Context: an optimization exercise on an open-source flow, tuned for small area, a short achievable clock period and few clock cycles per item. The choices shown serve that exercise and are no tape-out recipe.
The RTL was checked by simulation tests, not by an equivalence proof against the original design.
Power and IR drop assume default switching activity.

### config.mk
export PLATFORM = sky130hd
export DESIGN_NAME = codec2_frame_encoder
export DESIGN_NICKNAME = codec2_frame_encoder
export VERILOG_FILES = /design/flow/design.v
export SDC_FILE = /design/flow/constraint.sdc
export NUM_CORES = 4
export LEC_CHECK = 0
export ABC_AREA = 1
export CAP_MARGIN = 20
export CORE_MARGIN = 2
export CORE_UTILIZATION = 40
export CTS_BUF_LIST = sky130_fd_sc_hd__clkbuf_8
export SETUP_SLACK_MARGIN = 5
export SLEW_MARGIN = 20
### constraint.sdc
create_clock -name core_clock -period 8.0 [get_ports {clk}]
set_input_delay 1.6000 -clock core_clock [delete_from_list [all_inputs] [get_ports {clk}]]
set_output_delay 1.6000 -clock core_clock [all_outputs]
set_load 0.01 [all_outputs]
### design.v
package lsp_pkg;
	typedef logic [16-1:0] lsp_t;
	typedef logic [$clog2(16)-1:0] lsp_index_t;
	function automatic lsp_t lsp_codebook(input int row, input int entry);
		lsp_codebook = 16'hffff;
		case (row)
			0:
				case (entry)
					0: lsp_codebook = 800;
					1: lsp_codebook = 1000;
					2: lsp_codebook = 1200;
					3: lsp_codebook = 1400;
					4: lsp_codebook = 1600;
					5: lsp_codebook = 1800;
					6: lsp_codebook = 2000;
					7: lsp_codebook = 2200;
					8: lsp_codebook = 2400;
					9: lsp_codebook = 2600;
					10: lsp_codebook = 2800;
					11: lsp_codebook = 3000;
					12: lsp_codebook = 3200;
					13: lsp_codebook = 3400;
					14: lsp_codebook = 3600;
					15: lsp_codebook = 3800;
					default: lsp_codebook = 16'hffff;
				endcase
			1:
				case (entry)
					0: lsp_codebook = 1600;
					1: lsp_codebook = 1900;
					2: lsp_codebook = 2200;
					3: lsp_codebook = 2500;
					4: lsp_codebook = 2800;
					5: lsp_codebook = 3100;
					6: lsp_codebook = 3400;
					7: lsp_codebook = 3700;
					8: lsp_codebook = 4000;
					9: lsp_codebook = 4300;
					10: lsp_codebook = 4600;
					11: lsp_codebook = 4900;
					12: lsp_codebook = 5200;
					13: lsp_codebook = 5500;
					14: lsp_codebook = 5800;
					15: lsp_codebook = 6100;
					default: lsp_codebook = 16'hffff;
				endcase
			2:
				case (entry)
					0: lsp_codebook = 3000;
					1: lsp_codebook = 3400;
					2: lsp_codebook = 3800;
					3: lsp_codebook = 4200;
					4: lsp_codebook = 4600;
					5: lsp_codebook = 5000;
					6: lsp_codebook = 5400;
					7: lsp_codebook = 5800;
					8: lsp_codebook = 6200;
					9: lsp_codebook = 6600;
					10: lsp_codebook = 7000;
					11: lsp_codebook = 7400;
					12: lsp_codebook = 7800;
					13: lsp_codebook = 8200;
					14: lsp_codebook = 8600;
					15: lsp_codebook = 9000;
					default: lsp_codebook = 16'hffff;
				endcase
			3:
				case (entry)
					0: lsp_codebook = 4000;
					1: lsp_codebook = 4500;
					2: lsp_codebook = 5000;
					3: lsp_codebook = 5500;
					4: lsp_codebook = 6000;
					5: lsp_codebook = 6500;
					6: lsp_codebook = 7000;
					7: lsp_codebook = 7500;
					8: lsp_codebook = 8000;
					9: lsp_codebook = 8500;
					10: lsp_codebook = 9000;
					11: lsp_codebook = 9500;
					12: lsp_codebook = 10000;
					13: lsp_codebook = 10500;
					14: lsp_codebook = 11000;
					15: lsp_codebook = 11500;
					default: lsp_codebook = 16'hffff;
				endcase
			4:
				case (entry)
					0: lsp_codebook = 6000;
					1: lsp_codebook = 6600;
					2: lsp_codebook = 7200;
					3: lsp_codebook = 7800;
					4: lsp_codebook = 8400;
					5: lsp_codebook = 9000;
					6: lsp_codebook = 9600;
					7: lsp_codebook = 10200;
					8: lsp_codebook = 10800;
					9: lsp_codebook = 11400;
					10: lsp_codebook = 12000;
					11: lsp_codebook = 12600;
					12: lsp_codebook = 13200;
					13: lsp_codebook = 13800;
					14: lsp_codebook = 14400;
					15: lsp_codebook = 15000;
					default: lsp_codebook = 16'hffff;
				endcase
			5:
				case (entry)
					0: lsp_codebook = 8000;
					1: lsp_codebook = 8700;
					2: lsp_codebook = 9400;
					3: lsp_codebook = 10100;
					4: lsp_codebook = 10800;
					5: lsp_codebook = 11500;
					6: lsp_codebook = 12200;
					7: lsp_codebook = 12900;
					8: lsp_codebook = 13600;
					9: lsp_codebook = 14300;
					10: lsp_codebook = 15000;
					11: lsp_codebook = 15700;
					12: lsp_codebook = 16400;
					13: lsp_codebook = 17100;
					14: lsp_codebook = 17800;
					15: lsp_codebook = 18500;
					default: lsp_codebook = 16'hffff;
				endcase
			6:
				case (entry)
					0: lsp_codebook = 10000;
					1: lsp_codebook = 10800;
					2: lsp_codebook = 11600;
					3: lsp_codebook = 12400;
					4: lsp_codebook = 13200;
					5: lsp_codebook = 14000;
					6: lsp_codebook = 14800;
					7: lsp_codebook = 15600;
					8: lsp_codebook = 16400;
					9: lsp_codebook = 17200;
					10: lsp_codebook = 18000;
					11: lsp_codebook = 18800;
					12: lsp_codebook = 19600;
					13: lsp_codebook = 20400;
					14: lsp_codebook = 21200;
					15: lsp_codebook = 22000;
					default: lsp_codebook = 16'hffff;
				endcase
			7:
				case (entry)
					0: lsp_codebook = 14000;
					1: lsp_codebook = 15200;
					2: lsp_codebook = 16400;
					3: lsp_codebook = 17600;
					4: lsp_codebook = 18800;
					5: lsp_codebook = 20000;
					6: lsp_codebook = 21200;
					7: lsp_codebook = 22400;
					default: lsp_codebook = 16'hffff;
				endcase
			8:
				case (entry)
					0: lsp_codebook = 18000;
					1: lsp_codebook = 19500;
					2: lsp_codebook = 21000;
					3: lsp_codebook = 22500;
					4: lsp_codebook = 24000;
					5: lsp_codebook = 25500;
					6: lsp_codebook = 27000;
					7: lsp_codebook = 28500;
					default: lsp_codebook = 16'hffff;
				endcase
			9:
				case (entry)
					0: lsp_codebook = 24000;
					1: lsp_codebook = 28000;
					2: lsp_codebook = 32000;
					3: lsp_codebook = 36000;
					default: lsp_codebook = 16'hffff;
				endcase
			default: lsp_codebook = 16'hffff;
		endcase
	endfunction
	function automatic int lsp_cb_size(input int row);
		if (row < 7)
			lsp_cb_size = 16;
		else if (row < 9)
			lsp_cb_size = 8;
		else
			lsp_cb_size = 4;
	endfunction
	function automatic int lsp_index_bits(input int row);
		if (row < 7)
			lsp_index_bits = 4;
		else if (row < 9)
			lsp_index_bits = 3;
		else
			lsp_index_bits = 2;
	endfunction
endpackage
package frame_pkg;
	typedef enum logic [1:0]
	{
		IDLE,
		QUANT,
		DONE
	} enc_state_t;
	typedef logic [48-1:0] frame_bits_t;
	typedef logic [8-1:0] woe_index_t;
endpackage
module lsp_lane0
(
	input  logic [15:0] value,
	output logic [3:0] gray
);
	logic n21, n22, n23, n24, n25, n26, n27,
		n28, n29, n30, n31, n32, n33, n34, n35,
		n36, n37, n38, n39, n40, n41, n42, n43,
		n44, n45, n46, n47, n48, n49, n50, n51,
		n52, n53, n54, n55, n56, n57, n58, n59,
		n60, n61, n62, n64, n65, n66, n67, n68,
		n69, n70, n71, n72, n73, n74, n75, n76,
		n77, n78, n79, n80, n81, n82, n83, n84,
		n85, n87, n88, n89, n90, n91, n92, n93,
		n94, n95, n96, n97, n99, n100, n101;
	assign n21 = value[8] & value[10];
	assign n22 = ~value[5] & ~value[8];
	assign n23 = ~value[0] & ~value[1];
	assign n24 = value[2] & ~n23;
	assign n25 = ~value[3] & ~n24;
	assign n26 = value[5] & value[8];
	assign n27 = ~value[4] & ~n26;
	assign n28 = n25 & n27;
	assign n29 = ~n22 & ~n28;
	assign n30 = value[6] & value[7];
	assign n31 = n29 & n30;
	assign n32 = ~n21 & ~n31;
	assign n33 = ~value[9] & ~n32;
	assign n34 = value[4] & ~n22;
	assign n35 = ~n25 & n34;
	assign n36 = ~n26 & ~n35;
	assign n37 = value[6] & ~n36;
	assign n38 = ~value[7] & value[9];
	assign n39 = ~n21 & n38;
	assign n40 = ~n37 & n39;
	assign n41 = ~value[8] & ~value[10];
	assign n42 = value[11] & ~n41;
	assign n43 = ~n40 & n42;
	assign n44 = ~n33 & n43;
	assign n45 = ~value[6] & ~n29;
	assign n46 = value[7] & ~n41;
	assign n47 = ~n45 & n46;
	assign n48 = ~value[9] & value[10];
	assign n49 = ~value[11] & ~n21;
	assign n50 = ~n48 & n49;
	assign n51 = ~n47 & n50;
	assign n52 = ~value[12] & ~value[13];
	assign n53 = ~value[14] & ~value[15];
	assign n54 = n52 & n53;
	assign n55 = ~value[6] & ~value[7];
	assign n56 = n36 & n55;
	assign n57 = ~value[8] & value[10];
	assign n58 = ~value[9] & ~n57;
	assign n59 = ~n42 & n58;
	assign n60 = ~n56 & n59;
	assign n61 = n54 & ~n60;
	assign n62 = ~n51 & n61;
	assign gray[0] = ~n44 & n62;
	assign n64 = value[3] & n24;
	assign n65 = ~value[4] & ~n64;
	assign n66 = value[6] & ~value[11];
	assign n67 = ~value[7] & ~n66;
	assign n68 = value[5] & ~n67;
	assign n69 = ~n65 & n68;
	assign n70 = value[7] & ~value[11];
	assign n71 = ~n30 & ~n70;
	assign n72 = value[8] & n71;
	assign n73 = ~n69 & n72;
	assign n74 = ~value[5] & n71;
	assign n75 = n65 & n74;
	assign n76 = ~value[8] & ~n67;
	assign n77 = ~n75 & n76;
	assign n78 = ~n73 & ~n77;
	assign n79 = gray[0] & n78;
	assign n80 = ~value[10] & ~value[11];
	assign n81 = value[10] & value[11];
	assign n82 = ~n80 & ~n81;
	assign n83 = value[9] & n82;
	assign n84 = ~n48 & ~n83;
	assign n85 = n54 & ~n84;
	assign gray[1] = ~n79 & n85;
	assign n87 = value[4] & n64;
	assign n88 = ~value[5] & ~n87;
	assign n89 = value[8] & n30;
	assign n90 = ~n88 & n89;
	assign n91 = ~value[9] & ~value[11];
	assign n92 = ~n90 & n91;
	assign n93 = ~value[9] & n22;
	assign n94 = n55 & n93;
	assign n95 = ~n87 & n94;
	assign n96 = ~n82 & ~n95;
	assign n97 = n54 & ~n96;
	assign gray[2] = ~n92 & n97;
	assign n99 = n31 & n87;
	assign n100 = n59 & ~n99;
	assign n101 = value[11] & ~n100;
	assign gray[3] = ~n54 | n101;
endmodule
module lsp_lane1
(
	input  logic [15:0] value,
	output logic [3:0] gray
);
	logic n21, n22, n23, n24, n25, n26, n27,
		n28, n29, n30, n31, n32, n33, n34, n35,
		n36, n37, n38, n39, n40, n41, n42, n43,
		n44, n45, n46, n47, n48, n49, n50, n51,
		n52, n53, n54, n55, n56, n57, n58, n59,
		n60, n61, n62, n63, n64, n65, n66, n67,
		n68, n69, n70, n71, n72, n73, n74, n75,
		n76, n77, n78, n79, n80, n82, n83, n84,
		n85, n86, n87, n88, n89, n90, n91, n92,
		n93, n94, n95, n96, n97, n98, n99,
		n100, n101, n102, n103, n104, n105, n106,
		n107, n109, n110, n111, n112, n113, n114,
		n115, n116, n117, n118, n119, n120, n122,
		n123, n124, n125, n126;
	assign n21 = ~value[13] & ~value[14];
	assign n22 = ~value[15] & n21;
	assign n23 = ~value[12] & n22;
	assign n24 = value[9] & value[10];
	assign n25 = ~value[11] & n24;
	assign n26 = n23 & n25;
	assign n27 = value[4] & value[6];
	assign n28 = value[7] & n27;
	assign n29 = value[0] & value[1];
	assign n30 = value[2] & n29;
	assign n31 = ~value[3] & ~n30;
	assign n32 = n28 & ~n31;
	assign n33 = value[5] & value[6];
	assign n34 = value[7] & n33;
	assign n35 = ~value[8] & ~n34;
	assign n36 = ~n32 & n35;
	assign n37 = n26 & ~n36;
	assign n38 = value[8] & value[9];
	assign n39 = value[4] & value[5];
	assign n40 = value[2] & value[3];
	assign n41 = n29 & n40;
	assign n42 = n39 & n41;
	assign n43 = ~value[6] & ~value[7];
	assign n44 = value[10] & n43;
	assign n45 = ~n42 & n44;
	assign n46 = n38 & ~n45;
	assign n47 = value[7] & value[9];
	assign n48 = ~value[10] & n47;
	assign n49 = ~value[5] & ~value[6];
	assign n50 = ~value[4] & n49;
	assign n51 = ~n41 & n50;
	assign n52 = n48 & ~n51;
	assign n53 = ~value[11] & value[12];
	assign n54 = n22 & n53;
	assign n55 = ~n52 & n54;
	assign n56 = ~n46 & n55;
	assign n57 = ~n37 & ~n56;
	assign n58 = value[5] & ~value[10];
	assign n59 = value[4] & n58;
	assign n60 = ~n34 & ~n59;
	assign n61 = ~n28 & n31;
	assign n62 = ~n60 & ~n61;
	assign n63 = ~value[10] & ~n43;
	assign n64 = ~value[8] & ~value[9];
	assign n65 = ~n63 & n64;
	assign n66 = ~n62 & n65;
	assign n67 = ~n57 & ~n66;
	assign n68 = ~n28 & ~n58;
	assign n69 = n41 & ~n68;
	assign n70 = n60 & ~n63;
	assign n71 = ~n69 & n70;
	assign n72 = value[8] & ~n71;
	assign n73 = value[11] & n23;
	assign n74 = n31 & n50;
	assign n75 = n48 & ~n74;
	assign n76 = n73 & n75;
	assign n77 = n72 & n76;
	assign n78 = ~value[9] & n73;
	assign n79 = ~n72 & n78;
	assign n80 = ~n77 & ~n79;
	assign gray[0] = n67 | ~n80;
	assign n82 = ~value[2] & ~n29;
	assign n83 = ~value[3] & n82;
	assign n84 = n39 & ~n83;
	assign n85 = ~value[6] & ~n84;
	assign n86 = value[7] & ~n85;
	assign n87 = value[10] & n86;
	assign n88 = ~value[4] & n83;
	assign n89 = ~value[9] & ~value[10];
	assign n90 = ~value[7] & ~value[8];
	assign n91 = n49 & n90;
	assign n92 = n89 & n91;
	assign n93 = n88 & n92;
	assign n94 = value[10] & ~n64;
	assign n95 = n73 & ~n94;
	assign n96 = ~n93 & n95;
	assign n97 = ~n87 & n96;
	assign n98 = value[8] & n33;
	assign n99 = ~n88 & n98;
	assign n100 = value[7] & value[8];
	assign n101 = n89 & ~n100;
	assign n102 = ~n99 & n101;
	assign n103 = value[4] & ~n83;
	assign n104 = n91 & ~n103;
	assign n105 = n24 & ~n104;
	assign n106 = n54 & ~n105;
	assign n107 = ~n102 & n106;
	assign gray[1] = n97 | n107;
	assign n109 = value[3] & ~n82;
	assign n110 = n27 & n109;
	assign n111 = ~n33 & n90;
	assign n112 = ~value[10] & n111;
	assign n113 = ~n110 & n112;
	assign n114 = n73 & ~n89;
	assign n115 = ~n113 & n114;
	assign n116 = ~value[6] & ~n109;
	assign n117 = n38 & ~n116;
	assign n118 = n86 & n117;
	assign n119 = ~value[10] & n54;
	assign n120 = ~n118 & n119;
	assign gray[2] = n115 | n120;
	assign n122 = ~value[7] & n50;
	assign n123 = ~n109 & n122;
	assign n124 = value[10] & value[11];
	assign n125 = n38 & n124;
	assign n126 = ~n123 & n125;
	assign gray[3] = ~n23 | n126;
endmodule
module lsp_lane2
(
	input  logic [15:0] value,
	output logic [3:0] gray
);
	logic n21, n22, n23, n24, n25, n26, n27,
		n28, n29, n30, n31, n32, n33, n34, n35,
		n36, n37, n38, n39, n40, n41, n42, n43,
		n44, n45, n46, n47, n48, n49, n50, n51,
		n52, n53, n54, n55, n56, n57, n58, n59,
		n60, n61, n62, n63, n64, n65, n66, n67,
		n68, n69, n70, n71, n72, n73, n74, n75,
		n76, n77, n78, n79, n80, n81, n82, n83,
		n84, n85, n86, n87, n88, n89, n90, n91,
		n92, n93, n94, n95, n96, n97, n99,
		n100, n101, n102, n103, n104, n105, n106,
		n107, n108, n109, n110, n111, n112, n113,
		n115, n116, n117, n118, n119, n120, n121,
		n122, n124, n125, n126, n127, n128;
	assign n21 = ~value[0] & ~value[1];
	assign n22 = ~value[2] & ~value[3];
	assign n23 = n21 & n22;
	assign n24 = value[4] & value[5];
	assign n25 = ~n23 & n24;
	assign n26 = ~value[6] & ~value[7];
	assign n27 = ~value[9] & n26;
	assign n28 = ~n25 & n27;
	assign n29 = ~value[4] & ~value[5];
	assign n30 = n23 & n29;
	assign n31 = value[12] & n30;
	assign n32 = n28 & n31;
	assign n33 = value[10] & value[12];
	assign n34 = ~n32 & ~n33;
	assign n35 = ~value[4] & ~value[6];
	assign n36 = n23 & n35;
	assign n37 = ~value[5] & ~value[6];
	assign n38 = ~n36 & ~n37;
	assign n39 = ~value[8] & ~value[9];
	assign n40 = ~value[7] & n39;
	assign n41 = ~n38 & n40;
	assign n42 = value[8] & value[9];
	assign n43 = value[6] & n42;
	assign n44 = ~n30 & n43;
	assign n45 = value[7] & n42;
	assign n46 = ~n44 & ~n45;
	assign n47 = ~n41 & n46;
	assign n48 = ~n34 & n47;
	assign n49 = ~value[10] & n39;
	assign n50 = value[11] & ~n49;
	assign n51 = ~n48 & n50;
	assign n52 = ~value[14] & ~value[15];
	assign n53 = ~value[13] & n52;
	assign n54 = value[12] & n53;
	assign n55 = ~value[6] & n39;
	assign n56 = n30 & n55;
	assign n57 = value[10] & value[11];
	assign n58 = n53 & n57;
	assign n59 = ~n40 & n58;
	assign n60 = ~n56 & n59;
	assign n61 = n38 & n45;
	assign n62 = n60 & ~n61;
	assign n63 = ~n54 & ~n62;
	assign n64 = n51 & ~n63;
	assign n65 = value[4] & ~n23;
	assign n66 = ~value[5] & ~n65;
	assign n67 = ~value[10] & ~n42;
	assign n68 = ~value[6] & n67;
	assign n69 = n66 & n68;
	assign n70 = ~value[9] & n67;
	assign n71 = ~value[7] & n67;
	assign n72 = ~n70 & ~n71;
	assign n73 = ~n69 & n72;
	assign n74 = ~value[4] & n23;
	assign n75 = value[5] & value[6];
	assign n76 = value[7] & value[8];
	assign n77 = n75 & n76;
	assign n78 = ~n74 & n77;
	assign n79 = ~value[9] & ~value[11];
	assign n80 = ~n78 & n79;
	assign n81 = value[6] & ~value[10];
	assign n82 = ~n30 & n81;
	assign n83 = value[8] & ~value[10];
	assign n84 = ~n82 & ~n83;
	assign n85 = ~n80 & n84;
	assign n86 = n73 & ~n85;
	assign n87 = ~n63 & n86;
	assign n88 = ~n74 & n75;
	assign n89 = ~value[7] & ~value[8];
	assign n90 = ~n88 & n89;
	assign n91 = value[9] & ~n90;
	assign n92 = ~value[10] & ~value[11];
	assign n93 = ~value[12] & value[13];
	assign n94 = n52 & n93;
	assign n95 = n92 & n94;
	assign n96 = ~n91 & n95;
	assign n97 = ~n87 & ~n96;
	assign gray[0] = n64 | ~n97;
	assign n99 = ~value[8] & n26;
	assign n100 = n66 & n99;
	assign n101 = value[9] & n58;
	assign n102 = ~n100 & n101;
	assign n103 = value[6] & ~n66;
	assign n104 = value[7] & n103;
	assign n105 = n39 & n95;
	assign n106 = ~n104 & n105;
	assign n107 = ~n102 & ~n106;
	assign n108 = n40 & ~n103;
	assign n109 = ~value[11] & ~n108;
	assign n110 = n54 & n73;
	assign n111 = ~n109 & n110;
	assign n112 = n107 & ~n111;
	assign n113 = n54 & n92;
	assign gray[1] = ~n112 | n113;
	assign n115 = ~n28 & ~n39;
	assign n116 = n92 & ~n115;
	assign n117 = ~value[6] & ~value[9];
	assign n118 = ~n25 & n117;
	assign n119 = ~value[9] & ~n76;
	assign n120 = n57 & ~n119;
	assign n121 = ~n118 & n120;
	assign n122 = n54 & ~n121;
	assign gray[2] = ~n116 & n122;
	assign n124 = ~value[7] & ~n25;
	assign n125 = ~n47 & ~n124;
	assign n126 = ~n34 & n125;
	assign n127 = value[11] & value[12];
	assign n128 = n53 & ~n127;
	assign gray[3] = n126 | ~n128;
endmodule
module lsp_lane3
(
	input  logic [15:0] value,
	output logic [3:0] gray
);
	logic n21, n22, n23, n24, n25, n26, n27,
		n28, n29, n30, n31, n32, n33, n34, n35,
		n36, n37, n38, n39, n40, n41, n42, n43,
		n44, n45, n46, n47, n48, n49, n50, n51,
		n52, n53, n54, n55, n56, n57, n58, n59,
		n60, n61, n62, n63, n64, n65, n66, n67,
		n68, n69, n70, n71, n73, n74, n75, n76,
		n77, n78, n79, n80, n81, n82, n83, n84,
		n85, n86, n87, n88, n89, n90, n92, n93,
		n94, n95, n96, n97, n98, n99, n100,
		n101, n102, n104, n105, n106, n107, n108,
		n109;
	assign n21 = ~value[14] & ~value[15];
	assign n22 = ~value[12] & value[13];
	assign n23 = n21 & n22;
	assign n24 = ~value[5] & ~value[6];
	assign n25 = n23 & ~n24;
	assign n26 = ~value[7] & ~value[8];
	assign n27 = ~n25 & n26;
	assign n28 = ~value[5] & ~n23;
	assign n29 = value[7] & ~n28;
	assign n30 = ~value[6] & ~value[8];
	assign n31 = ~n29 & n30;
	assign n32 = value[0] & value[1];
	assign n33 = ~value[2] & ~n32;
	assign n34 = value[3] & ~n33;
	assign n35 = value[4] & n34;
	assign n36 = ~value[11] & ~n35;
	assign n37 = n31 & n36;
	assign n38 = ~n27 & ~n37;
	assign n39 = value[5] & value[6];
	assign n40 = ~n23 & ~n39;
	assign n41 = value[11] & ~n40;
	assign n42 = ~value[4] & ~n34;
	assign n43 = n41 & ~n42;
	assign n44 = ~value[9] & ~n43;
	assign n45 = ~n38 & n44;
	assign n46 = ~value[13] & n21;
	assign n47 = value[12] & n46;
	assign n48 = value[5] & value[7];
	assign n49 = value[8] & n48;
	assign n50 = ~n47 & n49;
	assign n51 = ~value[3] & n33;
	assign n52 = value[4] & value[6];
	assign n53 = value[11] & n52;
	assign n54 = ~n51 & n53;
	assign n55 = value[9] & n54;
	assign n56 = n50 & n55;
	assign n57 = ~n23 & ~n47;
	assign n58 = ~n56 & ~n57;
	assign n59 = ~n45 & n58;
	assign n60 = ~value[11] & n23;
	assign n61 = ~value[4] & n51;
	assign n62 = value[5] & ~n61;
	assign n63 = n60 & ~n62;
	assign n64 = ~value[7] & ~n54;
	assign n65 = ~n61 & ~n64;
	assign n66 = ~n41 & n47;
	assign n67 = ~n65 & n66;
	assign n68 = ~n63 & ~n67;
	assign n69 = value[10] & ~n68;
	assign n70 = ~n59 & ~n69;
	assign n71 = value[10] & n59;
	assign gray[0] = ~n70 & ~n71;
	assign n73 = value[2] & n32;
	assign n74 = value[3] & n73;
	assign n75 = ~value[4] & ~n74;
	assign n76 = n31 & n75;
	assign n77 = value[9] & ~n27;
	assign n78 = ~n76 & n77;
	assign n79 = ~value[10] & ~n78;
	assign n80 = ~value[11] & ~n79;
	assign n81 = ~value[9] & ~n50;
	assign n82 = n52 & n74;
	assign n83 = ~n81 & n82;
	assign n84 = n26 & ~n39;
	assign n85 = n47 & n84;
	assign n86 = value[9] & ~n85;
	assign n87 = ~value[10] & value[11];
	assign n88 = ~n86 & n87;
	assign n89 = ~n83 & n88;
	assign n90 = ~n80 & ~n89;
	assign gray[1] = ~n57 & ~n90;
	assign n92 = ~value[3] & ~n73;
	assign n93 = value[4] & ~n92;
	assign n94 = n26 & ~n93;
	assign n95 = value[9] & value[10];
	assign n96 = ~n94 & n95;
	assign n97 = ~n84 & n96;
	assign n98 = ~value[11] & ~n97;
	assign n99 = n47 & ~n98;
	assign n100 = ~n24 & n95;
	assign n101 = n60 & ~n100;
	assign n102 = ~n96 & n101;
	assign gray[2] = n99 | n102;
	assign n104 = value[6] & ~n92;
	assign n105 = ~n52 & n84;
	assign n106 = ~n104 & n105;
	assign n107 = value[11] & value[12];
	assign n108 = n95 & n107;
	assign n109 = ~n106 & n108;
	assign gray[3] = ~n46 | n109;
endmodule
module lsp_lane4
(
	input  logic [15:0] value,
	output logic [3:0] gray
);
	logic n21, n22, n23, n24, n25, n26, n27,
		n28, n29, n30, n31, n32, n33, n34, n35,
		n36, n37, n38, n39, n40, n41, n42, n43,
		n44, n45, n46, n47, n48, n49, n50, n51,
		n52, n53, n54, n55, n56, n57, n58, n59,
		n60, n61, n62, n63, n64, n65, n66, n67,
		n68, n69, n70, n71, n72, n73, n74, n75,
		n76, n77, n78, n80, n81, n82, n83, n84,
		n85, n86, n87, n88, n89, n90, n91, n92,
		n93, n94, n95, n96, n97, n98, n99,
		n100, n101, n102, n103, n104, n105, n106,
		n107, n108, n109, n110, n112, n113, n114,
		n115, n116, n117, n119, n120, n121, n122,
		n123;
	assign n21 = ~value[14] & ~value[15];
	assign n22 = ~value[13] & n21;
	assign n23 = value[11] & n22;
	assign n24 = value[10] & ~n23;
	assign n25 = value[13] & n21;
	assign n26 = ~value[10] & ~n25;
	assign n27 = ~n24 & ~n26;
	assign n28 = value[6] & value[8];
	assign n29 = ~value[0] & ~value[1];
	assign n30 = value[2] & ~n29;
	assign n31 = value[3] & n30;
	assign n32 = ~value[4] & ~n31;
	assign n33 = value[5] & ~n32;
	assign n34 = value[13] & ~n33;
	assign n35 = n28 & ~n34;
	assign n36 = value[11] & ~n35;
	assign n37 = ~value[5] & ~value[7];
	assign n38 = n32 & n37;
	assign n39 = ~n36 & ~n38;
	assign n40 = ~value[6] & ~value[8];
	assign n41 = value[7] & value[8];
	assign n42 = value[11] & ~n41;
	assign n43 = ~n40 & ~n42;
	assign n44 = ~value[9] & ~n43;
	assign n45 = ~n39 & n44;
	assign n46 = n27 & ~n45;
	assign n47 = value[5] & value[11];
	assign n48 = ~value[5] & ~value[11];
	assign n49 = value[4] & ~n48;
	assign n50 = n31 & n49;
	assign n51 = ~n47 & ~n50;
	assign n52 = ~value[9] & n40;
	assign n53 = n51 & n52;
	assign n54 = ~value[11] & n25;
	assign n55 = ~n23 & ~n54;
	assign n56 = ~value[7] & ~value[8];
	assign n57 = ~value[9] & n56;
	assign n58 = ~n55 & ~n57;
	assign n59 = ~n53 & n58;
	assign n60 = ~n27 & ~n59;
	assign n61 = value[12] & ~n60;
	assign n62 = ~n46 & n61;
	assign n63 = value[7] & ~value[11];
	assign n64 = ~value[9] & ~n63;
	assign n65 = n28 & ~n64;
	assign n66 = ~n51 & n65;
	assign n67 = ~value[9] & ~value[10];
	assign n68 = ~value[10] & n42;
	assign n69 = ~n67 & ~n68;
	assign n70 = ~n66 & ~n69;
	assign n71 = ~n33 & n40;
	assign n72 = value[9] & value[10];
	assign n73 = ~value[11] & ~n56;
	assign n74 = n72 & n73;
	assign n75 = ~n71 & n74;
	assign n76 = ~value[12] & n25;
	assign n77 = ~n75 & n76;
	assign n78 = ~n70 & n77;
	assign gray[0] = n62 | n78;
	assign n80 = ~value[3] & ~n30;
	assign n81 = value[4] & ~n80;
	assign n82 = ~value[6] & ~n81;
	assign n83 = n37 & n82;
	assign n84 = value[8] & ~n83;
	assign n85 = value[9] & n84;
	assign n86 = value[12] & ~n85;
	assign n87 = ~value[5] & ~n81;
	assign n88 = value[6] & ~n87;
	assign n89 = n57 & ~n88;
	assign n90 = value[10] & ~n89;
	assign n91 = ~n86 & n90;
	assign n92 = n54 & ~n91;
	assign n93 = ~value[4] & n80;
	assign n94 = value[5] & ~n93;
	assign n95 = value[6] & n94;
	assign n96 = value[7] & n81;
	assign n97 = n95 & n96;
	assign n98 = ~value[8] & ~value[10];
	assign n99 = ~n97 & n98;
	assign n100 = value[12] & ~n67;
	assign n101 = n23 & n100;
	assign n102 = ~n99 & n101;
	assign n103 = ~n92 & ~n102;
	assign n104 = ~value[6] & ~n94;
	assign n105 = n41 & ~n104;
	assign n106 = ~n82 & n105;
	assign n107 = ~value[9] & ~n106;
	assign n108 = value[11] & n76;
	assign n109 = ~n107 & n108;
	assign n110 = n91 & n109;
	assign gray[1] = ~n103 | n110;
	assign n112 = n72 & n105;
	assign n113 = ~value[10] & n56;
	assign n114 = ~n95 & n113;
	assign n115 = ~n67 & ~n114;
	assign n116 = ~n112 & n115;
	assign n117 = ~n103 & ~n116;
	assign gray[2] = n76 | n117;
	assign n119 = value[8] & ~n93;
	assign n120 = n67 & ~n119;
	assign n121 = ~n84 & n120;
	assign n122 = value[11] & ~n121;
	assign n123 = n76 & ~n122;
	assign gray[3] = ~n22 & ~n123;
endmodule
module lsp_lane5
(
	input  logic [15:0] value,
	output logic [3:0] gray
);
	logic n21, n22, n23, n24, n25, n26, n27,
		n28, n29, n30, n31, n32, n33, n34, n35,
		n36, n37, n38, n39, n40, n41, n42, n43,
		n44, n45, n46, n47, n48, n49, n50, n51,
		n52, n53, n54, n55, n56, n57, n58, n59,
		n60, n61, n62, n63, n64, n65, n66, n67,
		n68, n69, n70, n71, n72, n73, n74, n75,
		n76, n77, n78, n79, n80, n81, n82, n83,
		n84, n86, n87, n88, n89, n90, n91, n92,
		n93, n94, n95, n96, n97, n98, n99,
		n100, n101, n102, n103, n104, n105, n106,
		n107, n108, n109, n110, n111, n112, n113,
		n114, n115, n116, n117, n118, n119, n121,
		n122, n123, n124, n125, n126, n127, n128,
		n129, n131, n132, n133, n134;
	assign n21 = value[0] & value[1];
	assign n22 = value[2] & n21;
	assign n23 = ~value[3] & ~n22;
	assign n24 = value[4] & ~n23;
	assign n25 = value[5] & value[6];
	assign n26 = value[8] & value[9];
	assign n27 = value[7] & n26;
	assign n28 = n25 & n27;
	assign n29 = n24 & n28;
	assign n30 = ~value[4] & n23;
	assign n31 = ~value[9] & ~value[10];
	assign n32 = ~value[7] & n31;
	assign n33 = ~value[6] & n32;
	assign n34 = ~value[5] & n33;
	assign n35 = n30 & n34;
	assign n36 = ~value[8] & n31;
	assign n37 = ~value[10] & value[11];
	assign n38 = ~n36 & ~n37;
	assign n39 = ~n35 & n38;
	assign n40 = ~n29 & ~n39;
	assign n41 = ~value[7] & ~value[8];
	assign n42 = value[3] & n22;
	assign n43 = value[4] & n42;
	assign n44 = n25 & n43;
	assign n45 = n41 & ~n44;
	assign n46 = value[11] & ~n40;
	assign n47 = ~value[5] & ~value[6];
	assign n48 = ~value[4] & ~n42;
	assign n49 = n47 & n48;
	assign n50 = n27 & ~n49;
	assign n51 = ~n43 & n47;
	assign n52 = value[7] & ~n51;
	assign n53 = n36 & ~n52;
	assign n54 = ~value[11] & ~n53;
	assign n55 = ~n50 & ~n54;
	assign n56 = value[9] & value[10];
	assign n57 = n41 & n47;
	assign n58 = ~n24 & n57;
	assign n59 = n56 & ~n58;
	assign n60 = ~n55 & ~n59;
	assign n61 = ~n46 & ~n60;
	assign n62 = ~n45 & n61;
	assign n63 = ~n40 & ~n62;
	assign n64 = value[7] & n25;
	assign n65 = ~n30 & n64;
	assign n66 = ~value[8] & ~n65;
	assign n67 = ~n63 & ~n66;
	assign n68 = n25 & ~n48;
	assign n69 = n32 & ~n68;
	assign n70 = ~value[11] & ~value[12];
	assign n71 = ~value[13] & value[14];
	assign n72 = ~value[15] & n71;
	assign n73 = n70 & n72;
	assign n74 = ~n36 & n73;
	assign n75 = ~n69 & n74;
	assign n76 = ~n67 & n75;
	assign n77 = ~value[14] & ~value[15];
	assign n78 = value[12] & value[13];
	assign n79 = n77 & n78;
	assign n80 = ~n63 & n79;
	assign n81 = ~value[12] & value[13];
	assign n82 = n77 & n81;
	assign n83 = ~n61 & n82;
	assign n84 = ~n80 & ~n83;
	assign gray[0] = n76 | ~n84;
	assign n86 = ~value[2] & ~n21;
	assign n87 = value[3] & ~n86;
	assign n88 = ~value[4] & ~n87;
	assign n89 = value[5] & ~n88;
	assign n90 = ~value[6] & ~value[8];
	assign n91 = ~value[7] & ~value[9];
	assign n92 = n90 & n91;
	assign n93 = ~n89 & n92;
	assign n94 = value[10] & ~n93;
	assign n95 = n73 & ~n94;
	assign n96 = ~value[10] & ~value[11];
	assign n97 = ~n27 & n96;
	assign n98 = ~value[3] & n86;
	assign n99 = value[6] & ~n98;
	assign n100 = value[4] & n99;
	assign n101 = ~n25 & ~n100;
	assign n102 = ~value[5] & ~n87;
	assign n103 = n26 & ~n102;
	assign n104 = ~n101 & n103;
	assign n105 = n97 & ~n104;
	assign n106 = value[11] & n56;
	assign n107 = ~value[5] & n88;
	assign n108 = value[6] & ~n107;
	assign n109 = n41 & ~n108;
	assign n110 = n106 & ~n109;
	assign n111 = n82 & ~n110;
	assign n112 = value[4] & value[5];
	assign n113 = n87 & n112;
	assign n114 = n33 & ~n113;
	assign n115 = value[11] & ~n36;
	assign n116 = n79 & n115;
	assign n117 = ~n114 & n116;
	assign n118 = ~n111 & ~n117;
	assign n119 = ~n105 & ~n118;
	assign gray[1] = n95 | n119;
	assign n121 = ~n98 & n112;
	assign n122 = n90 & ~n121;
	assign n123 = ~n41 & n106;
	assign n124 = ~n122 & n123;
	assign n125 = n79 & ~n124;
	assign n126 = value[7] & ~n101;
	assign n127 = n36 & ~n126;
	assign n128 = value[11] & n82;
	assign n129 = ~n127 & n128;
	assign gray[2] = n125 | n129;
	assign n131 = n96 & ~n99;
	assign n132 = ~n108 & n131;
	assign n133 = n78 & ~n97;
	assign n134 = ~n132 & n133;
	assign gray[3] = ~n77 | n134;
endmodule
module lsp_lane6
(
	input  logic [15:0] value,
	output logic [3:0] gray
);
	logic n21, n22, n23, n24, n25, n26, n27,
		n28, n29, n30, n31, n32, n33, n34, n35,
		n36, n37, n38, n39, n40, n41, n42, n43,
		n44, n45, n46, n47, n48, n49, n50, n51,
		n52, n53, n54, n55, n56, n57, n58, n59,
		n60, n61, n62, n63, n64, n65, n66, n67,
		n68, n69, n70, n71, n72, n73, n74, n75,
		n77, n78, n79, n80, n81, n82, n83, n84,
		n85, n86, n87, n88, n89, n90, n91, n92,
		n93, n94, n95, n96, n97, n98, n99,
		n100, n101, n102, n103, n104, n106, n107,
		n108, n109, n110, n111, n112, n114, n115,
		n116, n117, n118, n119, n120, n121;
	assign n21 = value[10] & value[12];
	assign n22 = value[11] & n21;
	assign n23 = value[13] & ~value[15];
	assign n24 = ~value[14] & n23;
	assign n25 = ~n22 & n24;
	assign n26 = ~value[3] & ~value[4];
	assign n27 = ~value[1] & ~value[2];
	assign n28 = ~value[0] & n27;
	assign n29 = n26 & n28;
	assign n30 = value[5] & ~n29;
	assign n31 = ~value[6] & ~value[7];
	assign n32 = ~n30 & n31;
	assign n33 = value[8] & ~n32;
	assign n34 = ~value[9] & ~n33;
	assign n35 = n21 & ~n34;
	assign n36 = value[5] & value[6];
	assign n37 = ~n29 & n36;
	assign n38 = ~value[7] & ~n37;
	assign n39 = value[12] & ~n38;
	assign n40 = ~value[10] & ~n39;
	assign n41 = value[8] & value[9];
	assign n42 = ~n40 & n41;
	assign n43 = ~value[6] & ~n30;
	assign n44 = value[7] & ~n43;
	assign n45 = ~value[10] & ~value[12];
	assign n46 = ~value[8] & ~value[9];
	assign n47 = n45 & n46;
	assign n48 = ~n44 & n47;
	assign n49 = value[9] & value[10];
	assign n50 = value[7] & n36;
	assign n51 = n49 & n50;
	assign n52 = ~n29 & n51;
	assign n53 = value[11] & ~n52;
	assign n54 = ~n48 & n53;
	assign n55 = ~n42 & n54;
	assign n56 = ~n35 & ~n55;
	assign n57 = n25 & ~n56;
	assign n58 = ~value[9] & n45;
	assign n59 = ~n44 & n58;
	assign n60 = value[14] & ~value[15];
	assign n61 = ~value[13] & n60;
	assign n62 = ~n47 & n61;
	assign n63 = ~n59 & n62;
	assign n64 = ~value[8] & n31;
	assign n65 = ~n30 & n64;
	assign n66 = n49 & ~n65;
	assign n67 = value[11] & ~n66;
	assign n68 = value[8] & ~value[11];
	assign n69 = n52 & n68;
	assign n70 = ~n21 & ~n69;
	assign n71 = ~value[7] & n46;
	assign n72 = ~n37 & n71;
	assign n73 = ~n70 & ~n72;
	assign n74 = ~n67 & ~n73;
	assign n75 = n63 & n74;
	assign gray[0] = n57 | n75;
	assign n77 = value[11] & value[12];
	assign n78 = ~value[5] & n29;
	assign n79 = value[6] & value[7];
	assign n80 = ~n78 & n79;
	assign n81 = n45 & ~n80;
	assign n82 = ~n77 & ~n81;
	assign n83 = value[6] & ~n78;
	assign n84 = n71 & ~n83;
	assign n85 = ~n82 & ~n84;
	assign n86 = ~value[11] & ~value[12];
	assign n87 = ~value[5] & n31;
	assign n88 = n29 & n87;
	assign n89 = n41 & ~n88;
	assign n90 = n45 & ~n89;
	assign n91 = ~n86 & ~n90;
	assign n92 = n25 & n91;
	assign n93 = ~n85 & n92;
	assign n94 = ~value[7] & ~n83;
	assign n95 = n68 & ~n94;
	assign n96 = ~n86 & ~n95;
	assign n97 = n46 & ~n80;
	assign n98 = value[10] & ~n97;
	assign n99 = ~n96 & ~n98;
	assign n100 = ~value[10] & ~value[11];
	assign n101 = ~value[9] & n100;
	assign n102 = value[12] & ~n101;
	assign n103 = n61 & ~n102;
	assign n104 = ~n99 & n103;
	assign gray[1] = n93 | n104;
	assign n106 = n61 & ~n91;
	assign n107 = ~value[5] & ~value[8];
	assign n108 = n100 & n107;
	assign n109 = n31 & n108;
	assign n110 = n29 & n109;
	assign n111 = n24 & n102;
	assign n112 = ~n110 & n111;
	assign gray[2] = n106 | n112;
	assign n114 = ~value[5] & ~value[6];
	assign n115 = n29 & n114;
	assign n116 = value[7] & ~n115;
	assign n117 = ~value[8] & ~n116;
	assign n118 = value[13] & n77;
	assign n119 = n49 & n118;
	assign n120 = ~n117 & n119;
	assign n121 = ~value[14] & ~value[15];
	assign gray[3] = n120 | ~n121;
endmodule
module lsp_lane7
(
	input  logic [15:0] value,
	output logic [3:0] gray
);
	logic n22, n23, n24, n25, n26, n27, n28,
		n29, n30, n31, n32, n33, n34, n35, n36,
		n37, n38, n39, n40, n41, n42, n43, n44,
		n45, n46, n47, n48, n49, n50, n51, n52,
		n53, n54, n55, n56, n57, n58, n59, n60,
		n61, n62, n63, n64, n65, n66, n67, n68,
		n69, n70, n71, n72, n73, n75, n76, n77,
		n78, n79, n80, n81, n82, n83, n84, n85,
		n86, n87, n88, n89, n90, n91, n92, n94,
		n95, n96, n97, n98, n99, n100, n101;
	assign n22 = ~value[0] & ~value[1];
	assign n23 = ~value[2] & ~value[4];
	assign n24 = n22 & n23;
	assign n25 = ~value[3] & ~value[4];
	assign n26 = value[5] & ~n25;
	assign n27 = ~n24 & n26;
	assign n28 = value[6] & value[9];
	assign n29 = ~value[12] & n28;
	assign n30 = n27 & n29;
	assign n31 = ~value[7] & ~value[8];
	assign n32 = value[9] & ~value[12];
	assign n33 = ~n31 & n32;
	assign n34 = value[9] & value[10];
	assign n35 = ~n33 & ~n34;
	assign n36 = ~n30 & n35;
	assign n37 = ~value[6] & ~value[7];
	assign n38 = value[12] & value[14];
	assign n39 = n37 & n38;
	assign n40 = ~n27 & n39;
	assign n41 = ~value[8] & value[12];
	assign n42 = value[14] & n41;
	assign n43 = ~value[10] & value[14];
	assign n44 = ~n42 & ~n43;
	assign n45 = ~n40 & n44;
	assign n46 = n36 & ~n45;
	assign n47 = ~n24 & ~n25;
	assign n48 = ~value[9] & ~value[10];
	assign n49 = n37 & n48;
	assign n50 = ~value[5] & n49;
	assign n51 = ~n47 & n50;
	assign n52 = value[11] & value[12];
	assign n53 = value[13] & n52;
	assign n54 = ~value[8] & n48;
	assign n55 = n53 & ~n54;
	assign n56 = ~n51 & n55;
	assign n57 = ~n46 & ~n56;
	assign n58 = ~value[13] & ~value[15];
	assign n59 = ~value[11] & n58;
	assign n60 = ~value[14] & ~value[15];
	assign n61 = ~n59 & ~n60;
	assign n62 = ~n57 & ~n61;
	assign n63 = ~value[12] & value[14];
	assign n64 = n58 & n63;
	assign n65 = value[11] & ~n48;
	assign n66 = n64 & n65;
	assign n67 = value[7] & value[8];
	assign n68 = value[6] & n67;
	assign n69 = ~value[10] & ~n68;
	assign n70 = n66 & ~n69;
	assign n71 = ~value[5] & ~value[10];
	assign n72 = ~n47 & n71;
	assign n73 = n70 & ~n72;
	assign gray[0] = n62 | n73;
	assign n75 = ~n56 & ~n73;
	assign n76 = ~n46 & n75;
	assign n77 = n31 & n48;
	assign n78 = ~value[2] & n22;
	assign n79 = value[3] & value[4];
	assign n80 = value[5] & n79;
	assign n81 = ~n78 & n80;
	assign n82 = value[6] & n81;
	assign n83 = n77 & ~n82;
	assign n84 = value[10] & n67;
	assign n85 = n81 & n84;
	assign n86 = value[6] & n84;
	assign n87 = ~n34 & ~n86;
	assign n88 = ~n85 & n87;
	assign n89 = ~n83 & n88;
	assign n90 = n61 & ~n73;
	assign n91 = ~n89 & ~n90;
	assign n92 = ~n76 & n91;
	assign gray[1] = n64 | n92;
	assign n94 = ~n78 & n79;
	assign n95 = ~value[5] & n37;
	assign n96 = ~n94 & n95;
	assign n97 = value[8] & value[9];
	assign n98 = value[10] & n97;
	assign n99 = ~n96 & n98;
	assign n100 = ~value[12] & n59;
	assign n101 = ~n99 & n100;
	assign gray[2] = ~n60 & ~n101;
	assign gray[3] = 1'b0;
endmodule
module lsp_lane8
(
	input  logic [15:0] value,
	output logic [3:0] gray
);
	logic n22, n23, n24, n25, n26, n27, n28,
		n29, n30, n31, n32, n33, n34, n35, n36,
		n37, n38, n39, n40, n41, n42, n43, n44,
		n45, n46, n47, n48, n49, n50, n51, n52,
		n53, n54, n55, n56, n57, n58, n59, n61,
		n62, n63, n64, n65, n66, n67, n68, n69,
		n70, n71, n72, n73, n74, n75, n76, n77,
		n78, n79, n80, n82, n83, n84, n85, n86,
		n87, n88, n89, n90, n91, n92;
	assign n22 = ~value[11] & ~value[13];
	assign n23 = ~value[9] & ~value[10];
	assign n24 = value[11] & value[13];
	assign n25 = n23 & ~n24;
	assign n26 = ~value[7] & ~value[13];
	assign n27 = value[8] & ~n26;
	assign n28 = n25 & ~n27;
	assign n29 = value[7] & value[13];
	assign n30 = ~value[8] & ~n29;
	assign n31 = value[4] & value[7];
	assign n32 = value[0] & value[1];
	assign n33 = value[2] & n32;
	assign n34 = ~value[4] & ~value[13];
	assign n35 = value[3] & ~n34;
	assign n36 = n33 & n35;
	assign n37 = ~n31 & ~n36;
	assign n38 = value[5] & ~n37;
	assign n39 = ~value[6] & ~n38;
	assign n40 = ~n30 & ~n39;
	assign n41 = n28 & ~n40;
	assign n42 = ~value[12] & ~n41;
	assign n43 = ~n22 & ~n42;
	assign n44 = value[5] & value[6];
	assign n45 = ~value[3] & ~n33;
	assign n46 = ~value[4] & n45;
	assign n47 = value[11] & ~n46;
	assign n48 = n31 & ~n45;
	assign n49 = ~n47 & ~n48;
	assign n50 = n44 & ~n49;
	assign n51 = ~value[9] & n30;
	assign n52 = ~n50 & n51;
	assign n53 = ~n22 & ~n24;
	assign n54 = value[10] & ~n53;
	assign n55 = ~n52 & n54;
	assign n56 = value[14] & ~value[15];
	assign n57 = ~value[12] & n22;
	assign n58 = n56 & ~n57;
	assign n59 = ~n55 & n58;
	assign gray[0] = ~n43 & n59;
	assign n61 = value[8] & value[9];
	assign n62 = value[7] & value[9];
	assign n63 = ~value[2] & ~n32;
	assign n64 = value[3] & ~n63;
	assign n65 = ~value[5] & ~value[6];
	assign n66 = ~value[4] & n65;
	assign n67 = ~n64 & n66;
	assign n68 = n62 & ~n67;
	assign n69 = ~n61 & ~n68;
	assign n70 = value[10] & ~n69;
	assign n71 = ~value[11] & ~value[12];
	assign n72 = ~n70 & n71;
	assign n73 = value[4] & n64;
	assign n74 = ~value[7] & n65;
	assign n75 = ~n73 & n74;
	assign n76 = value[10] & n61;
	assign n77 = ~n75 & n76;
	assign n78 = ~value[12] & ~n77;
	assign n79 = ~value[13] & ~n78;
	assign n80 = ~n72 & ~n79;
	assign gray[1] = n58 & ~n80;
	assign n82 = ~value[3] & n63;
	assign n83 = value[4] & ~n82;
	assign n84 = ~value[5] & ~n83;
	assign n85 = value[6] & n62;
	assign n86 = ~n84 & n85;
	assign n87 = ~value[10] & ~n61;
	assign n88 = ~n86 & n87;
	assign n89 = ~n22 & ~n88;
	assign n90 = ~n42 & n89;
	assign n91 = ~value[13] & ~n90;
	assign n92 = value[14] & ~n91;
	assign gray[2] = value[15] | n92;
	assign gray[3] = 1'b0;
endmodule
module lsp_lane9
(
	input  logic [15:0] value,
	output logic [3:0] gray
);
	logic n22, n23, n24, n25, n26, n27, n28,
		n29, n30, n31, n32, n33, n34, n35, n36,
		n37, n38, n39, n40, n41, n42, n43, n44,
		n45, n47, n48, n49, n50, n51, n52, n53;
	assign n22 = value[9] & value[10];
	assign n23 = ~value[11] & ~n22;
	assign n24 = ~value[12] & n23;
	assign n25 = ~value[0] & ~value[1];
	assign n26 = ~value[2] & ~value[3];
	assign n27 = n25 & n26;
	assign n28 = value[4] & ~n27;
	assign n29 = ~value[5] & ~n28;
	assign n30 = ~value[6] & n29;
	assign n31 = value[8] & value[10];
	assign n32 = value[7] & n31;
	assign n33 = ~n30 & n32;
	assign n34 = n24 & ~n33;
	assign n35 = value[13] & value[14];
	assign n36 = ~value[15] & n35;
	assign n37 = ~n34 & n36;
	assign n38 = value[6] & value[7];
	assign n39 = value[10] & n38;
	assign n40 = ~n29 & n39;
	assign n41 = ~value[13] & ~value[14];
	assign n42 = value[15] & n41;
	assign n43 = ~n31 & n42;
	assign n44 = n24 & n43;
	assign n45 = ~n40 & n44;
	assign gray[0] = n37 | n45;
	assign n47 = value[5] & n28;
	assign n48 = ~value[6] & ~value[7];
	assign n49 = ~n47 & n48;
	assign n50 = n31 & ~n49;
	assign n51 = n23 & ~n50;
	assign n52 = value[12] & n35;
	assign n53 = ~n51 & n52;
	assign gray[1] = value[15] | n53;
	assign gray[2] = 1'b0;
	assign gray[3] = 1'b0;
endmodule
module lsp_scalar_quantizer
#(
	parameter int unsigned lane_num = 0
)
(
	input  lsp_pkg::lsp_t value,
	output lsp_pkg::lsp_index_t gray
);
	case (lane_num)
		0: begin : g_l0 lsp_lane0 u_lane (.value(value), .gray(gray)); end
		1: begin : g_l1 lsp_lane1 u_lane (.value(value), .gray(gray)); end
		2: begin : g_l2 lsp_lane2 u_lane (.value(value), .gray(gray)); end
		3: begin : g_l3 lsp_lane3 u_lane (.value(value), .gray(gray)); end
		4: begin : g_l4 lsp_lane4 u_lane (.value(value), .gray(gray)); end
		5: begin : g_l5 lsp_lane5 u_lane (.value(value), .gray(gray)); end
		6: begin : g_l6 lsp_lane6 u_lane (.value(value), .gray(gray)); end
		7: begin : g_l7 lsp_lane7 u_lane (.value(value), .gray(gray)); end
		8: begin : g_l8 lsp_lane8 u_lane (.value(value), .gray(gray)); end
		9: begin : g_l9 lsp_lane9 u_lane (.value(value), .gray(gray)); end
		default: begin : g_none assign gray = '0; end
	endcase
endmodule
module frame_packer
(
	input  logic [10*16-1:0] lsp_in,
	input  logic voiced_first,
	input  logic voiced_second,
	input  frame_pkg::woe_index_t woe_index,
	output frame_pkg::frame_bits_t frame_word
);
	localparam int iw = $clog2(16);
	logic [10*iw-1:0] lane_gray;
	for (genvar g = 0; g < 10; g++)
	begin : g_lane
		lsp_scalar_quantizer #(.lane_num(g)) u_quant
		(
			.value (lsp_in[g*16 +: 16]),
			.gray (lane_gray[g*iw +: iw])
		);
	end
	always_comb
	begin
		int pos;
		frame_word = '0;
		frame_word[48-1] = voiced_first;
		frame_word[48-2] = voiced_second;
		frame_word[48-3 -: 8] = woe_index ^ (woe_index >> 1);
		pos = 48 - 2 - 8;
		for (int l = 0; l < 10; l++)
		begin
			pos = pos - lsp_pkg::lsp_index_bits(l);
			for (int b = 0; b < lsp_pkg::lsp_index_bits(l); b++)
				frame_word[pos + b] = lane_gray[l*iw + b];
		end
	end
endmodule
module codec2_frame_encoder
(
	input  logic clk,
	input  logic rst,
	input  logic start,
	input  logic [10*16-1:0] lsp_in,
	input  logic voiced_first,
	input  logic voiced_second,
	input  frame_pkg::woe_index_t woe_index,
	output frame_pkg::frame_bits_t encoded_bits,
	output logic done_frame
);
	logic busy;
	logic accept;
	frame_pkg::frame_bits_t frame_word;
	frame_pkg::frame_bits_t word_q;
	assign accept = start && !busy;
	frame_packer u_packer
	(
		.lsp_in (lsp_in),
		.voiced_first (voiced_first),
		.voiced_second (voiced_second),
		.woe_index (woe_index),
		.frame_word (frame_word)
	);
	always_ff @(posedge clk or negedge rst)
	begin
		if (!rst)
		begin
			busy <= 1'b0;
			done_frame <= 1'b0;
			word_q <= '0;
		end
		else
		begin
			busy <= accept;
			if (busy)
				done_frame <= 1'b1;
			if (accept)
				word_q <= frame_word;
		end
	end
	assign encoded_bits = word_q;
endmodule
### flow/run.sh
#!/bin/bash
# The standard layout, with the port buffers made from the smallest plain
# buffer instead of the delay buffer buffer_ports picks by default; the
# resizer upsizes them where timing or slew needs it.
set -euo pipefail
export BUFFER_PORTS_ARGS="-buffer_cell sky130_fd_sc_hd__buf_1"
bash standard.sh finish > standard.log 2>&1
### standard.sh
#!/bin/bash
# synth_recipe.tcl (not shown) runs the flow's synth.tcl, then flattens the netlist and writes it again
# the make line also repeats each setting of config.mk as NAME=value (left out here)
make -C /OpenROAD-flow-scripts/flow DESIGN_CONFIG=/design/flow/config.mk WORK_HOME=/design/flow/orfs CLKGATE_MAP_FILE= SYNTH_SCRIPT=/design/flow/synth_recipe.tcl "${@:-finish}"
==> results of run 1 <==
## where the power goes
part	internal (mW)	total (mW)	leakage [nW]	switching, mW
clock network	0.0916	0.170	0.0593	0.0782
registers	0.268	0.284	0.577	0.0156
logic	0.0856	0.247	2.09	0.162
total	0.446	0.701	2.73	0.256
## cell usage in the layout (no fill, tap or decap), drive strengths merged, types with 3 or more instances in the layout
master,n
buf,220
nand2,210
inv,120
nor2,106
o21ai,81
nand3,74
a21oi,55
dfrtp,48
nand4,27
a31oi,18
nor3,15
o211ai,8
xnor2,8
nand3b,7
clkbuf,6
or2,6
o31ai,5
a21boi,4
nor4,3
o2111ai,3
o311ai,3
## worst register-to-register path, stage by stage (launching register included)
cell and delay (ps):
dfrtp_1 380, inv_1 60, nand2_1 40, buf_4 260
inv_4 450, nand2_1 150, inv_1 100, nand3_1 80
nand2_1 70
## how the worst max path moves through the flow
stage                     cells past startpoint    endpoint  slack, ps        from
after CTS                                     6  word_q[37]       5170       start
after detailed placement                      6  word_q[37]       4850       start
after global placement                        6  word_q[37]       4880       start
after floorplan                              10  word_q[27]       5360  lsp_in[35]
after global routing                         11  word_q[14]       5210  lsp_in[89]
final                                         8  word_q[35]       5370       start
## per-stage QoR
step	hold slack, ps	area (um2)	instances
floorplan	440	4870	837
global placement	450	5830	1191
detailed placement	448	5830	1191
CTS	473	5940	1199
global route	504	5940	1199
finish	467	5940	1199
## flip-flops by register name, indices dropped and copies added (netlist names)
name / cells
done_frame: 1
word_q: 46
busy: 1
## logic make-up after synthesis
| logic type | after synthesis |
|---|---|
| AND/OR/NAND/NOR | 450 |
| AO/OA/AOI/OAI | 194 |
| buffers and inverters | 133 |
| flip-flops | 48 |
| XOR/XNOR | 8 |
| adder cells (fa/ha/maj) | 2 |
| other | 1 |
## cell type report
type | instances | area, um2 | area share
multi-input cells | 656 | 3160 | 0.532
flip-flops and latches | 48 | 1200 | 0.202
repair buffers | 221 | 838 | 0.141
inverters | 119 | 449 | 0.0756
well taps | 147 | 184 | 0.0309
clock buffers | 5 | 68.8 | 0.0116
clock inverters | 3 | 38.8 | 0.00653
## metal layers
| layer | vias up | GRT usage | share of wire |
|---|---|---|---|
| met3 | 32 | 0.0476 | 0.082 |
| li1 | 3246 | - | - |
| met5 | - | 0 | 0 |
| met1 | 2671 | 0.302 | 0.46 |
| met2 | 253 | 0.360 | 0.44 |
| met4 | 0 | 0.0439 | 0.019 |
## Yosys cell counts, types with 2 or more instances
master	instances
o2111ai_1	3
nand2_1	209
o21ai_1	37
o311ai_1	2
nand4_1	27
a21o_1	2
a21boi_1	2
o21bai_1	2
nand3b_1	7
buf_2	3
o31ai_1	5
a21oi_1	55
dfrtp_1	48
inv_2	11
ha_1	2
nor3_2	3
a31oi_1	18
nand3_1	73
buf_4	2
inv_1	108
o221ai_1	2
o211ai_1	8
nor3_1	12
or2_2	4
nor4_1	3
or3_1	2
o22ai_1	2
xnor2_1	8
a211oi_1	2
nor2_1	105
o21ai_0	43
a21boi_0	2
clkbuf_1	9
## repair_timing
action                                 4_1_cts  5_1_grt
setup endpoints to repair                    0        2
hold buffers                                 0        0
endpoints found under the hold margin        0        0
resized for setup                            0        2
==> reports/metrics.yaml, run 1 <==
synth_top_area_share: 0.247
core_um2: 12000
finalCriticalPeriod_ps: 2630
whs_path_depth: 1
crit_path_frequent_cell: "nand2_1"
firstDrtPassIters: 6
synth_edf_count: 0
die_x_um: 114
ys_seq_elements: 48
drt_iter0_drc: 585
synth_seq_area_share: 0.247
clockBufferDepth: 2
io_pins: 222
crit_required_ps: 8190
gp_congestion: 0.922
startpoint_type: "input pin"
num_vias: 6202
start_util: 0.407
relSlewSlack: 0.593
skew_ps: 5.88
r2r_end: "word_q[36]"
numCtsBuffers: 5
p_per_area_nw_per_um2: 118
synthToLayoutAreaGrowth_pct: 22.0
min_from: "done_frame"
critical_path.top_delay_family: "buffers and inverters"
wl_per_cell_um: 12.2
fillers: 1303
rsz0062_at_grt: "false"
insertion_delay_ps: 290
syn_avg_cell_area_um2: 5.83
critPathSlowestCell: "buf_4"
synth.area.top_cells: "dfrtp_1, nand2_1, inv_1"
hp-class: "flop to flop"
synth_compound_area_frac: 0.229
routed_wl_um: 14700
setup_violations: 0
diodes: 0
min_period_over_period: 0.329
synth-adder-area-share: 0.00514
synthXorXnorAreaFrac: 0.0144
clock-sinks: 48
report.power.total_uw: 701
synth-main-ff-cell: "dfrtp_1"
synth_top_cell_by_area: "dfrtp_1"
async_flop_share: 1.00
reg2reg_setup_slack_ps: 6330
status: "finished clean"
worstPathCellList: "buf_1, nand2_1, buf_4, inv_4, nand2_1, inv_1, nand3_1, nand2_1"
crit_fanout: 48
end_kind: "flop"
gr-total-overflow: 0
postLayoutCoreUtil: 0.497
crit_buf_inv: 4
setup_tns_ps: 0
route.detailed.vias_per_inst: 5.17
die_area_um2: 13100
r2r_start: "busy"
hold_viol: 0
synth-simple-area-share: 0.400
grt_pass1_wl_um: 24200
synthMuxAreaShare: 0
drive_gt1_frac: 0.0314
antenna_found_initial: 0
post-cts-setup-buffers: 0
route.detailed.drc: 0
p_leak_nw: 2.73
cap_viol_max_count: 0
final_net_count: 1226
setup_ws_ps: 5370
port_buffers: 219
hold_end: "done_frame"
grt_pass1_vias: 5501
grt_max_degree: 49
synth_warnings: 2
fp-row-count: 40
root_buffer: "clkbuf_8"
die_h_um: 114
slew_violations: 0
syn_area_um2: 4870
cts_tree: "built"
path_clk_slew_ps: 90
dp_hpwl_um: 12000
cts_htree_levels: 2
drtAntennaViolNets: 0
clock.fmax_mhz: 380
vdd_drop_max_v: 0.0000602
crit_arrival_ps: 2830
place_ws_ps: 4850
synth_cell_type_count: 48
critPathMaxStageDelay_ps: 390
grt_usage: 0.220
tightestPinTransition_ps: 610
worstSetupPathType: "input pin to flop"
synth_top_family_by_area: "simple AND/OR/NAND/NOR gates"
synthCells: 836
rr_worst_depth: 8
Testbench counts, summed over its fixed seeds: cycles 776, frames 384.
==> run 2, diff against run 1 <==
--- a/design.v
+++ b/design.v
@@ -1353,3 +1353,5 @@
 	frame_pkg::frame_bits_t frame_word;
-	frame_pkg::frame_bits_t word_q;
+	logic [48-1:2] word_q;
+	logic have_word;
+	logic hold;
 	assign accept = start && !busy;
@@ -1369,3 +1371,2 @@
 			done_frame <= 1'b0;
-			word_q <= '0;
 		end
@@ -1376,7 +1377,10 @@
 				done_frame <= 1'b1;
-			if (accept)
-				word_q <= frame_word;
 		end
 	end
-	assign encoded_bits = word_q;
+	assign have_word = done_frame || busy;
+	assign hold = !accept && have_word;
+	always_ff @(posedge clk)
+		word_q <= ({(48-2){accept}} & frame_word[48-1:2]) |
+			({(48-2){hold}} & word_q);
+	assign encoded_bits = {word_q, 2'b00};
 endmodule
==> reports/metrics.yaml, run 2 <==
core_um2: 11500  # -4.1%
regMostFlops: "word_q"
clock.fmax_mhz: 376  # -0.89%
setup_violations: 0  # unchanged
crit_fanout: 46  # -4.2%
clock-sinks: 48  # unchanged
p_per_area_nw_per_um2: 114  # -3.3%
combPwrFrac: 0.363  # +0.010
firstDrtPassIters: 5  # -1
yosysMostFrequentCell: "nand2_1"
die_h_um: 113  # -1.4%
setup_tns_ps: 0  # unchanged
end_kind: "flop"
startpoint_type: "input pin"
synth_seq_area_share: 0.205  # -0.0414
synth_top_area_share: 0.195  # -0.0519
final_net_count: 1239  # +1.1%
pwr-share-seq: 0.421  # +0.016
crit_required_ps: 8230  # +40 ps
gr-total-overflow: 0  # unchanged
cap_viol_max_count: 0  # unchanged
final_cell_mix: "nand2_1, buf_1, inv_1"
synth_edf_count: 0  # unchanged
vdd_drop_max_v: 0.0000645  # +7.1%
ys_seq_elements: 48  # unchanged
p_sw_uw: 245  # -4.4%
synth-main-ff-cell: "dfxtp_1"
grt_usage: 0.221  # +0.00107
fp-row-count: 39  # -2.5%
gp_congestion: 0.959  # +4.0%
synthCells: 847  # +1.3%
die_area_um2: 12700  # -2.8%
clockBufferDepth: 2  # unchanged
cts_htree_levels: 2  # unchanged
reg_top3: "word_q (46), busy (1), done_frame (1)"
fillers: 1262  # -3.1%
antenna_found_initial: 0  # unchanged
tightestPinTransition_ps: 671  # +60.6 ps
ff_latch_area_um2: 971  # -19%
synth.area.top_cells: "dfxtp_1, nand2_1, inv_1"
synth_cell_type_count: 56  # +17%
syn_avg_cell_area_um2: 5.59  # -4.1%
wl_per_cell_um: 12.5  # +2.3%
status: "finished clean"
grt_max_degree: 47  # -4.1%
switching_share: 0.370  # +0.00525
die_x_um: 113  # -1.4%
skew_ps: 4.08  # -1.79 ps
grt_pass1_vias: 5385  # -2.1%
power.internal_uw: 417  # -6.5%
drt_iter0_drc: 603  # +3.1%
root_buffer: "clkbuf_8"
async_flop_share: 0.0417  # -0.958
drtAntennaViolNets: 0  # unchanged
p_leak_nw: 2.62  # -3.9%
grt_pass1_wl_um: 24000  # -1.1%
drive_gt1_frac: 0.0460  # +0.0146
port_buffers: 219  # unchanged
synth_common_cells: "nand2_1, inv_1, nor2_1, nand3_1, o21ai_0"
insertion_delay_ps: 290  # about the same
slew_violations: 0  # unchanged
multi_input_area_um2: 3240  # +2.4%
cts_tree: "built"
largest_reg_flops: 46  # unchanged
report.power.total_uw: 661  # -5.7%
start_util: 0.413  # +0.00533
syn_area_um2: 4730  # -2.9%
final_common_cell: "nand2_1"
finalCriticalPeriod_ps: 2660  # +23.7 ps
path_clk_slew_ps: 80  # about the same
numCtsBuffers: 5  # unchanged
relSlewSlack: 0.549  # -0.0445
pwr-share-clk: 0.216  # -0.026
io_pins: 222  # unchanged
hold_viol: 0  # unchanged
diodes: 0  # unchanged
min_period_over_period: 0.332  # +0.00296
synthToLayoutAreaGrowth_pct: 22.5
hp-class: "flop to flop"
num_vias: 6259  # +0.92%
worstSetupPathType: "input pin to flop"
rsz0062_at_grt: "false"
synth_warnings: 2  # unchanged
synth_top_cell_by_area: "dfxtp_1"
route.detailed.vias_per_inst: 5.18  # +0.17%
dp_hpwl_um: 12200  # +2.0%
route.detailed.drc: 0  # unchanged
crit_arrival_ps: 2890  # +60 ps
routed_wl_um: 15100  # +3.0%
## run 2: cell types whose count changed after synthesis, moves of 12 or more
cell,before,now
a31oi_1,18,5
dfrtp_1,48,2
dfxtp_1,0,46
nand2_1,209,245
nand3_1,73,59
nor2_1,105,82
o21ai_0,43,59
o21ai_1,37,25
## run 2: per-stage QoR
step                hold WS [ps]  instances   util  cell area (um2)  setup WS, ps
finish                       454       1208  0.505             5790          5340
detailed placement           439       1196  0.494             5670          4470
global placement             436       1196  0.494             5670          4520
global route                 463       1208  0.505             5790          5150
CTS                          456       1208  0.505             5790          5030
floorplan                    450        848      -             4730          5390
## run 2: cell families after synthesis
logic type                 share of synthesized area
AOI/OAI and AO/OA                              0.253
other                                       0.000793
DFF                                            0.205
xor gates and xnor gates                     0.00185
and+or+nand+nor                                0.422
adders and majority gates                    0.00529
buffers and inverters                          0.112
## run 2: power groups by stage
| stage | Combinational (mW) | Clock, mW | Sequential [mW] |
|---|---|---|---|
| 6_report | 0.240 | 0.143 | 0.278 |
| 5_1_grt | 0.271 | 0.158 | 0.281 |
| 4_1_cts | 0.239 | 0.148 | 0.278 |
| 3_5_place_dp | 0.236 | 0 | 0.283 |
| 3_3_place_gp | 0.236 | 0 | 0.284 |
| 2_1_floorplan | 0.127 | 0 | 0.292 |
## run 2: routing by layer
metal | vias up | GRT usage | share of wire
met2 | 242 | 0.385 | 0.45
met1 | 2725 | 0.286 | 0.45
li1 | 3271 | - | -
met5 | - | 0 | 0
met4 | 0 | 0.0642 | 0.018
met3 | 21 | 0.0316 | 0.077
## run 2: repair_timing
item	4_1_cts	5_1_grt
hold endpoints to repair	0	0
resized for setup	3	1
setup buffers	3	0
hold buffers	0	0
gates cloned	1	0
setup endpoints to repair	30	26
## run 2: final cells by class
| cell class | instances | share of cell area |
|---|---|---|
| Sequential cell | 48 | 0.168 |
| Timing Repair inverter | 1 | 0.00130 |
| Inverter | 122 | 0.0801 |
| Timing Repair Buffer | 222 | 0.146 |
| Clock inverter | 2 | 0.00130 |
| Clock buffer | 6 | 0.0143 |
| Tap cell | 143 | 0.0309 |
| Multi-Input combinational cell | 664 | 0.559 |
## run 2: worst max-delay path, stage by stage
cell and delay [ps]:
buf_1 80, nand2_2 350, nand2_1 170, inv_4 390
nand2_1 80, o21ai_0 80, o21bai_1 120
## run 2: worst paths after layout
path	slack (ps)	cells past startpoint	to	start
min in group asynchronous	1080	1	busy	rst
max in group asynchronous	6780	1	done_frame	rst
min reg2reg	450	2	word_q[19]	word_q[19]
max	5340	7	word_q[8]	start
min	450	2	word_q[19]	word_q[19]
max reg2reg	6330	7	word_q[8]	busy
Testbench counts of run 2, summed over its fixed seeds: cycles 776, frames 384.

separate check: timing with driven ports:
The results above use ideal ports. As a check the final layouts listed here were re-extracted and re-timed, cells and wires unchanged.
Step 1 sets driving cells, clkbuf_16 on the clock port and buf_2 on the other inputs (assumed; they add their load-dependent delay and slew).
Step 2 moves the port delays by t, midway between the first and last clock arrival at a register: inputs arrive t later, outputs are due t later. That takes back most of the time a late clock gives input paths.
Slacks: ideal ports / drivers / drivers and shift; pairs: ideal ports / drivers.
run	t (ns)	setup WS [ns]	hold slack, ns
run 1	0.320	5.367 / 5.375 / 5.055	0.467 / 0.467 / 0.467
run 2	0.321	5.344 / 5.343 / 5.023	0.454 / 0.454 / 0.454
After both steps setup and hold are still met in every run listed. For run 2, which loses most, drivers alone change the setup slack by -0.001 ns; drivers and shift together by -0.321 ns.
